This is an optimization exercise on Yosys and OpenROAD, whose aim is small area, a short achievable clock period and few clock cycles per item, not a production implementation. Function was checked by simulation only, so behaviour that the tests miss may differ from the original.

==> flow/design.v (excerpt) <==
module integer_alu_floored_division (
	input  logic        clk,
	input  logic        arst_n,
	input  logic        in_valid,
	output logic        in_ready,
	input  logic [3:0]  command,
	input  logic [31:0] operand_a,
	input  logic [31:0] operand_b,
	output logic        out_valid,
	input  logic        out_ready,
	output logic [31:0] result_value,
	output logic [31:0] remainder_value,
	output logic        negative_flag,
	output logic        zero_flag,
	output logic        flags_written,
	output logic        result_written,
	output logic        error_code
);
==> flow/config.mk <==
export PLATFORM = sky130hd
export DESIGN_NAME = integer_alu_floored_division
export DESIGN_NICKNAME = integer_alu_floored_division
export VERILOG_FILES = /design/flow/design.v
export SDC_FILE = /design/flow/constraint.sdc
export NUM_CORES = 4
export LEC_CHECK = 0
export ABC_AREA = 1
export CAP_MARGIN = 20
export CORE_MARGIN = 2
export CORE_UTILIZATION = 40
export SLEW_MARGIN = 20
==> flow/constraint.sdc <==
create_clock -name core_clock -period 14.0 [get_ports {clk}]
set_input_delay 2.8000 -clock core_clock [delete_from_list [all_inputs] [get_ports {clk}]]
set_output_delay 2.8000 -clock core_clock [all_outputs]
set_load 0.01 [all_outputs]
standard.sh (not shown) runs the stock make flow with config.mk's settings and CLKGATE_MAP_FILE= SYNTH_SCRIPT=/design/flow/synth_recipe.tcl, a recipe that flattens the netlist after the stock synthesis.
==> flow/flow/run.sh <==
#!/bin/bash
set -o pipefail
DONT_USE="sky130_fd_sc_hd__probe_p_8 sky130_fd_sc_hd__probec_p_8 sky130_fd_sc_hd__lpflow_bleeder_1 sky130_fd_sc_hd__lpflow_clkbufkapwr_1 sky130_fd_sc_hd__lpflow_clkbufkapwr_16 sky130_fd_sc_hd__lpflow_clkbufkapwr_2 sky130_fd_sc_hd__lpflow_clkbufkapwr_4 sky130_fd_sc_hd__lpflow_clkbufkapwr_8 sky130_fd_sc_hd__lpflow_clkinvkapwr_1 sky130_fd_sc_hd__lpflow_clkinvkapwr_16 sky130_fd_sc_hd__lpflow_clkinvkapwr_2 sky130_fd_sc_hd__lpflow_clkinvkapwr_4 sky130_fd_sc_hd__lpflow_clkinvkapwr_8 sky130_fd_sc_hd__lpflow_decapkapwr_12 sky130_fd_sc_hd__lpflow_decapkapwr_3 sky130_fd_sc_hd__lpflow_decapkapwr_4 sky130_fd_sc_hd__lpflow_decapkapwr_6 sky130_fd_sc_hd__lpflow_decapkapwr_8 sky130_fd_sc_hd__lpflow_inputiso0n_1 sky130_fd_sc_hd__lpflow_inputiso0p_1 sky130_fd_sc_hd__lpflow_inputiso1n_1 sky130_fd_sc_hd__lpflow_inputiso1p_1 sky130_fd_sc_hd__lpflow_inputisolatch_1 sky130_fd_sc_hd__lpflow_isobufsrc_1 sky130_fd_sc_hd__lpflow_isobufsrc_16 sky130_fd_sc_hd__lpflow_isobufsrc_2 sky130_fd_sc_hd__lpflow_isobufsrc_4 sky130_fd_sc_hd__lpflow_isobufsrc_8 sky130_fd_sc_hd__lpflow_isobufsrckapwr_16 sky130_fd_sc_hd__lpflow_lsbuf_lh_hl_isowell_tap_1 sky130_fd_sc_hd__lpflow_lsbuf_lh_hl_isowell_tap_2 sky130_fd_sc_hd__lpflow_lsbuf_lh_hl_isowell_tap_4 sky130_fd_sc_hd__lpflow_lsbuf_lh_isowell_4 sky130_fd_sc_hd__lpflow_lsbuf_lh_isowell_tap_1 sky130_fd_sc_hd__lpflow_lsbuf_lh_isowell_tap_2 sky130_fd_sc_hd__lpflow_lsbuf_lh_isowell_tap_4  sky130_fd_sc_hd__clkdlybuf4s15_1 sky130_fd_sc_hd__clkdlybuf4s15_2 sky130_fd_sc_hd__clkdlybuf4s18_1 sky130_fd_sc_hd__clkdlybuf4s18_2 sky130_fd_sc_hd__clkdlybuf4s25_1 sky130_fd_sc_hd__clkdlybuf4s25_2 sky130_fd_sc_hd__clkdlybuf4s50_1 sky130_fd_sc_hd__clkdlybuf4s50_2 sky130_fd_sc_hd__dlygate4sd1_1 sky130_fd_sc_hd__dlygate4sd2_1 sky130_fd_sc_hd__dlygate4sd3_1 sky130_fd_sc_hd__dlymetal6s2s_1 sky130_fd_sc_hd__dlymetal6s4s_1 sky130_fd_sc_hd__dlymetal6s6s_1 "
bash standard.sh "DONT_USE_CELLS=$DONT_USE" SETUP_SLACK_MARGIN=10 cts 2>&1 | tee run_standard_cts.log || exit 1
bash standard.sh "DONT_USE_CELLS=$DONT_USE" SETUP_SLACK_MARGIN=0 finish 2>&1 | tee run_standard_finish.log
Testbench counts at the start, summed over its fixed seeds: cycles 33,470, items 16,000.
Next try:
--- a/flow/design.v
+++ b/flow/design.v
@@ -92,47 +92,44 @@
 	endfunction
 	wire mul_b = st[MU];
 	wire [31:0] bsrc = mul_b ? (btwo ? {xa[30:0], 1'b0} : xa) : xb;
 	wire        binv = mul_b ? bneg : b_inv;
 	wire        ben  = mul_b ? ~bzero : b_en;
 	wire        c_in = mul_b ? bneg : cin;
 	wire [31:0] aop = ((a_w ? w : xa) ^ {32{a_inv}}) & {32{a_en}};
 	wire [31:0] bop = (bsrc ^ {32{binv}}) & {32{ben}};
 	wire [33:0] sum_x = {1'b0, aop, 1'b1} + {1'b0, bop, c_in};
 	wire [31:0] sum = sum_x[32:1];
 	wire        qbit = sum_x[33];  
-	wire [31:0] s_p = aop ^ bop;
-	wire [31:0] s_k = {aop[30:0] | bop[30:0], c_in};
-	wire        sum_zero = &(s_p ~^ s_k);
 	wire [31:0] sh_in   = st[D3] ? xb : xa;
 	wire        sh_left = st[D3] | o_shl;
 	wire        sh_fill = o_sar & xa[31];
 	wire [31:0] sh_r_in = sh_left ? rev32(sh_in) : sh_in;
 	wire [32:0] sh_ext  = $signed({sh_fill, sh_r_in}) >>> cnt;
 	wire [31:0] sh_out  = sh_left ? rev32(sh_ext[31:0]) : sh_ext[31:0];
 	wire sel_sum = o_add | o_sub | o_mul | (o_div & st[F2]);
 	logic [31:0] oth;
 	always_comb begin
 		oth = 32'd0;
 		if (o_shl | o_shr) oth = oth | (bigsh ? 32'd0 : sh_out);
 		if (o_sar) oth = oth | (bigsh ? {32{xa[31]}} : sh_out);
 		if (o_and) oth = oth | (xa & xb);
 		if (o_or)  oth = oth | (xa | xb);
 		if (o_xor) oth = oth | (xa ^ xb);
 		if (o_not) oth = oth | ~xa;
 		if (o_ldl) oth = oth | {xa[31:16], xb[15:0]};
 		if (o_ldh) oth = oth | {xb[15:0], xa[15:0]};
 		if (o_pass) oth = oth | xa;
 	end
 	wire [31:0] res = sel_sum ? sum : oth;
-	wire        rzero = sel_sum ? sum_zero : ~|oth;
+	wire        rzero = ~|res;
 	wire        rfw  = o_div ? st[F2] : xfw;
 	wire        rrw  = o_div ? st[F2] : xrw;
 	wire        rerr = o_div & ~st[F2];
 	wire ofree  = ~ov | out_ready;
 	wire xs     = xv & (st[EX] | (st[D2] & bz) | (st[MU] & mlast));
 	wire xf2    = xv & st[F2] & ~ov & ~wv;
 	wire x_to_o = (xs & ~wv & ofree) | xf2;
 	wire x_to_w = xs & (wv ? ofree : ~ofree);
 	wire x_leave = x_to_o | x_to_w;
 	wire mul_it = xv & st[MU] & ~mlast & ~wv;
 	wire accept = ld;
- The changed run completed with no timing, DRC or antenna violations
- count of clock-buffer cells in the layout fell by 3
- routed wire length fell by about 8%
- die area fell by about 6.6%
- synthesized cell count fell by about 7.5%
- first-iteration DRC count fell by 9.5%
- core utilization hardly moves
- design area fell by about 6.6%
- hold slack gets better by 0.041 ns
- critical path depth rose by 13
- non-clock buffer count fell by 7
Testbench counts after the change, summed over its fixed seeds: cycles 33,470, items 16,000.

---

Another version of the RTL of integer_alu_floored_division (not shown whole).
Size in the first run: about 220 flip-flops, ~140 I/O pins, about 23000 µm² of cells after synthesis.
// integer_alu_floored_division
module integer_alu_floored_division (
	input  logic        clk,
	input  logic        arst_n,
	input  logic        in_valid,
	output logic        in_ready,
	input  logic [3:0]  command,
	input  logic [31:0] operand_a,
	input  logic [31:0] operand_b,
	output logic        out_valid,
	input  logic        out_ready,
	output logic [31:0] result_value,
	output logic [31:0] remainder_value,
	output logic        negative_flag,
	output logic        zero_flag,
	output logic        flags_written,
	output logic        result_written,
	output logic        error_code
);
	localparam logic [3:0] C_ADD = 4'd0, C_SUB = 4'd1, C_MUL = 4'd2, C_DIV = 4'd3,
		C_CMP = 4'd4, C_SHL = 4'd5, C_SHR = 4'd6, C_SAR = 4'd7, C_AND = 4'd8,
		C_OR = 4'd9, C_XOR = 4'd10, C_NOT = 4'd11, C_LDL = 4'd12, C_LDH = 4'd13;
	localparam int EX = 0, MU = 1, D0 = 2, D1 = 3, D2 = 4, D3 = 5, IT = 6, F1 = 7, F2 = 8, SW = 9;
	logic        xv;
	logic [31:0] xa, xb;
	logic [9:0]  st;
	logic [4:0]  cnt;
	logic        o_add, o_sub, o_mul, o_div, o_shl, o_shr, o_sar, o_and, o_or,
	             o_xor, o_not, o_ldl, o_ldh, o_pass;
	logic        xfw, xrw, bigsh, bz;
	logic        sa, sb, rz, first, mlast;
	logic        bneg, btwo, bzero, qz;  
	logic        a_w, a_inv, a_en, b_inv, b_en, cin;
	logic        wv;
	logic [31:0] w;
	logic        wz, wfw, wrw, werr;
	logic        ov;
	logic [31:0] ores, orem;
	logic        oz, ofw, orw, oerr;
	logic        rdy;
	logic        ld;        
	function automatic logic [31:0] rev32(input logic [31:0] v);
		for (int i = 0; i < 32; i++) rev32[i] = v[31-i];
	endfunction
	function automatic logic [5:0] clz32(input logic [31:0] v);
		clz32 = 6'd32;
		for (int i = 0; i < 32; i++) if (v[i]) clz32 = 31 - i;
	endfunction
	wire sd = sa ^ sb;
	function automatic logic [2:0] booth(input logic d1, input logic d0, input logic p);
		booth[2] = d1 & ~(d0 & p);                          
		booth[1] = (d1 & ~d0 & ~p) | (~d1 & d0 & p);        
		booth[0] = (d1 == d0) & (d0 == p);                  
	endfunction
	wire mul_b = st[MU];
	wire [31:0] bsrc = mul_b ? (btwo ? {xa[30:0], 1'b0} : xa) : xb;
	wire        binv = mul_b ? bneg : b_inv;
	wire        ben  = mul_b ? ~bzero : b_en;
	wire        c_in = mul_b ? bneg : cin;
  ...
clock: 14.0 ns
lec_check: 0
abc_area: 1
cap_margin: 20
core_margin: 2
core_utilization: 40
slew_margin: 20
==> flow/flow/run.sh <==
#!/bin/bash
set -o pipefail
DONT_USE="sky130_fd_sc_hd__probe_p_8 sky130_fd_sc_hd__probec_p_8 sky130_fd_sc_hd__lpflow_bleeder_1 sky130_fd_sc_hd__lpflow_clkbufkapwr_1 sky130_fd_sc_hd__lpflow_clkbufkapwr_16 sky130_fd_sc_hd__lpflow_clkbufkapwr_2 sky130_fd_sc_hd__lpflow_clkbufkapwr_4 sky130_fd_sc_hd__lpflow_clkbufkapwr_8 sky130_fd_sc_hd__lpflow_clkinvkapwr_1 sky130_fd_sc_hd__lpflow_clkinvkapwr_16 sky130_fd_sc_hd__lpflow_clkinvkapwr_2 sky130_fd_sc_hd__lpflow_clkinvkapwr_4 sky130_fd_sc_hd__lpflow_clkinvkapwr_8 sky130_fd_sc_hd__lpflow_decapkapwr_12 sky130_fd_sc_hd__lpflow_decapkapwr_3 sky130_fd_sc_hd__lpflow_decapkapwr_4 sky130_fd_sc_hd__lpflow_decapkapwr_6 sky130_fd_sc_hd__lpflow_decapkapwr_8 sky130_fd_sc_hd__lpflow_inputiso0n_1 sky130_fd_sc_hd__lpflow_inputiso0p_1 sky130_fd_sc_hd__lpflow_inputiso1n_1 sky130_fd_sc_hd__lpflow_inputiso1p_1 sky130_fd_sc_hd__lpflow_inputisolatch_1 sky130_fd_sc_hd__lpflow_isobufsrc_1 sky130_fd_sc_hd__lpflow_isobufsrc_16 sky130_fd_sc_hd__lpflow_isobufsrc_2 sky130_fd_sc_hd__lpflow_isobufsrc_4 sky130_fd_sc_hd__lpflow_isobufsrc_8 sky130_fd_sc_hd__lpflow_isobufsrckapwr_16 sky130_fd_sc_hd__lpflow_lsbuf_lh_hl_isowell_tap_1 sky130_fd_sc_hd__lpflow_lsbuf_lh_hl_isowell_tap_2 sky130_fd_sc_hd__lpflow_lsbuf_lh_hl_isowell_tap_4 sky130_fd_sc_hd__lpflow_lsbuf_lh_isowell_4 sky130_fd_sc_hd__lpflow_lsbuf_lh_isowell_tap_1 sky130_fd_sc_hd__lpflow_lsbuf_lh_isowell_tap_2 sky130_fd_sc_hd__lpflow_lsbuf_lh_isowell_tap_4  sky130_fd_sc_hd__clkdlybuf4s15_1 sky130_fd_sc_hd__clkdlybuf4s15_2 sky130_fd_sc_hd__clkdlybuf4s18_1 sky130_fd_sc_hd__clkdlybuf4s18_2 sky130_fd_sc_hd__clkdlybuf4s25_1 sky130_fd_sc_hd__clkdlybuf4s25_2 sky130_fd_sc_hd__clkdlybuf4s50_1 sky130_fd_sc_hd__clkdlybuf4s50_2 sky130_fd_sc_hd__dlygate4sd1_1 sky130_fd_sc_hd__dlygate4sd2_1 sky130_fd_sc_hd__dlygate4sd3_1 sky130_fd_sc_hd__dlymetal6s2s_1 sky130_fd_sc_hd__dlymetal6s4s_1 sky130_fd_sc_hd__dlymetal6s6s_1 "
bash standard.sh "DONT_USE_CELLS=$DONT_USE" SETUP_SLACK_MARGIN=10 cts 2>&1 | tee run_standard_cts.log || exit 1
bash standard.sh "DONT_USE_CELLS=$DONT_USE" SETUP_SLACK_MARGIN=9.7 finish 2>&1 | tee run_standard_finish.log
Testbench counts at the start, summed over its fixed seeds: cycles 33,470, items 16,000.
Change:
--- a/flow/design.v
+++ b/flow/design.v
@@ -64,13 +64,13 @@
 	logic [9:0]  st;
 	logic [4:0]  cnt;
 	logic        o_add, o_sub, o_mul, o_div, o_shl, o_shr, o_sar, o_and, o_or,
 	             o_xor, o_not, o_ldl, o_ldh, o_pass;
 	logic        xfw, xrw, bigsh, bz;
 	logic        sa, sb, rz, first, mlast;
-	logic        bneg, btwo, bzero, qz;  
+	logic        bneg, btwo, bzero;      
 	logic        a_w, a_inv, a_en, b_inv, b_en, cin;
 	logic        wv;
 	logic [31:0] w;
 	logic        wz, wfw, wrw, werr;
 	logic        ov;
 	logic [31:0] ores, orem;
@@ -159,18 +159,19 @@
 				else st_n[D2] = 1'b1;
 			end else st_n[EX] = 1'b1;
 		end else if (xv) begin
 			if (st[SW]) st_n = 10'b1 << MU;
 			if (st[D0]) st_n = (sb & sa) ? 10'b1 << D1 : 10'b1 << D2;
 			if (st[D1]) st_n = 10'b1 << D2;
-			if (st[D2] & ~bz & ~wv) st_n = 10'b1 << D3;
-			if (st[D3]) st_n = qz ? 10'b1 << F1 : 10'b1 << IT;
+			if (st[D2] & ~bz & ~wv) st_n = q_zero ? 10'b1 << F1 : 10'b1 << D3;
+			if (st[D3]) st_n = 10'b1 << IT;
 			if (st[IT] & (cnt == 5'd0)) st_n = 10'b1 << F1;
 			if (st[F1]) st_n = 10'b1 << F2;
 		end
 	end
+	wire f1_ctrl = ~accept & xv & ((st[D2] & ~bz & ~wv) | (st[IT] & (cnt == 5'd0)));
 	logic a_w_n, a_inv_n, a_en_n, b_inv_n, b_en_n, cin_n;
 	wire sub_n = accept ? ((command == C_SUB) | (command == C_CMP)) : o_sub;
 	wire sa_n  = accept ? operand_a[31] : sa;
 	wire sb_n  = accept ? operand_b[31] : sb;
 	always_comb begin
 		a_w_n = 1'b0; a_inv_n = 1'b0; a_en_n = 1'b1;
@@ -191,13 +192,13 @@
 		if (st_n[D1]) begin
 			a_inv_n = 1'b1; b_en_n = 1'b0; cin_n = 1'b1;
 		end
 		if (st_n[IT]) begin
 			b_inv_n = 1'b1; cin_n = 1'b1;
 		end
-		if (st_n[F1]) begin
+		if (f1_ctrl) begin
 			a_inv_n = sa; b_inv_n = ~sa; b_en_n = sd; cin_n = sa | sd;
 		end
 		if (st_n[F2]) begin
 			a_w_n = 1'b1; a_inv_n = sd; b_en_n = 1'b0; cin_n = sd & (xa == 32'd0);
 		end
 	end
@@ -271,26 +272,23 @@
 			end
 			if (st[D0]) begin
 				if (sb) xb <= sum;
 				else xa <= sum;
 			end
 			if (st[D1]) xa <= sum;
-			if (st[D2]) begin
-				cnt <= sdiff[4:0];
-				qz <= q_zero;
-			end
-			if (st[D3] & ~qz) xb <= sh_out;
+			if (st[D2]) cnt <= sdiff[4:0];
+			if (st[D3]) xb <= sh_out;
 			if (st[IT]) begin
 				if (qbit) xa <= sum;
 				if (cnt != 5'd0) begin
 					xb <= {1'b0, xb[31:1]};
 					cnt <= cnt - 5'd1;
 				end
 			end
 			if (st[F1]) begin
-				xb <= sum;        
+				xb <= (xa == 32'd0) ? 32'd0 : sum;
 				rz <= (xa == 32'd0);
 			end
 		end
 	end
 	wire w_work = xv & ~wv & ((st[D2] & ~bz) | st[D3] | st[IT] | (st[MU] & ~mlast));
 	wire [31:0] w_d = ~w_work ? res :
@@ -312,13 +310,13 @@
 				oz   <= wz;
 				ofw  <= wfw;
 				orw  <= wrw;
 				oerr <= werr;
 			end else begin
 				ores <= res;
-				orem <= (st[F2] & ~rz) ? xb : 32'd0;
+				orem <= st[F2] ? xb : 32'd0;
 				oz   <= rzero;
 				ofw  <= rfw;
 				orw  <= rrw;
 				oerr <= rerr;
 			end
 		end
What happened:
- The changed run passed the timing, design-rule and antenna checks
- hold slack gets worse by 0.027 ns
- clock-buffer cell count went down by 1
- via count stays flat
- clock skew is lower by 0.0059 ns
- die area shrinks by 2.1%
- cell count is lower by 2.7%
- synthesized area drops by 2.2%
- wire length goes up by 2.4%
Testbench counts after the change, summed over its fixed seeds: cycles 33,070, items 16,000.

## static timing again, ports no longer ideal
How much do the figures lean on ideal ports? The routed layouts below were timed once more, with nothing changed but the port constraints. Step 1 (the two cells are an assumption about what drives the block):
set clk [get_ports {clk}]
set_driving_cell -lib_cell sky130_fd_sc_hd__clkbuf_16 $clk
set_driving_cell -lib_cell sky130_fd_sc_hd__buf_2 [delete_from_list [all_inputs] $clk]
Step 2 adds t to the input delays and takes it off the output delays; t is the mean of the earliest and latest rising clock arrival at the registers after step 1. Input paths then give back, and output paths get back, about the clock's delay inside the block. a / b / c = ideal / step 1 / step 2; a / b = the first two.
run	t (ns)	setup slack, ns	worst setup path after step 2
the first run of note 1	0.655	9.559 / 9.559 / 9.302	input to register
the second run of note 1	0.643	9.545 / 9.545 / 9.232	input to register
the first run of note 2	0.663	9.629 / 9.648 / 8.985	input to register
the second run of note 2	0.678	9.708 / 9.708 / 9.213	input to register
After both steps every run listed still meets setup and hold. For the first run of note 2, which loses most, drivers alone change the setup slack by +0.019 ns; drivers and shift together by -0.644 ns.
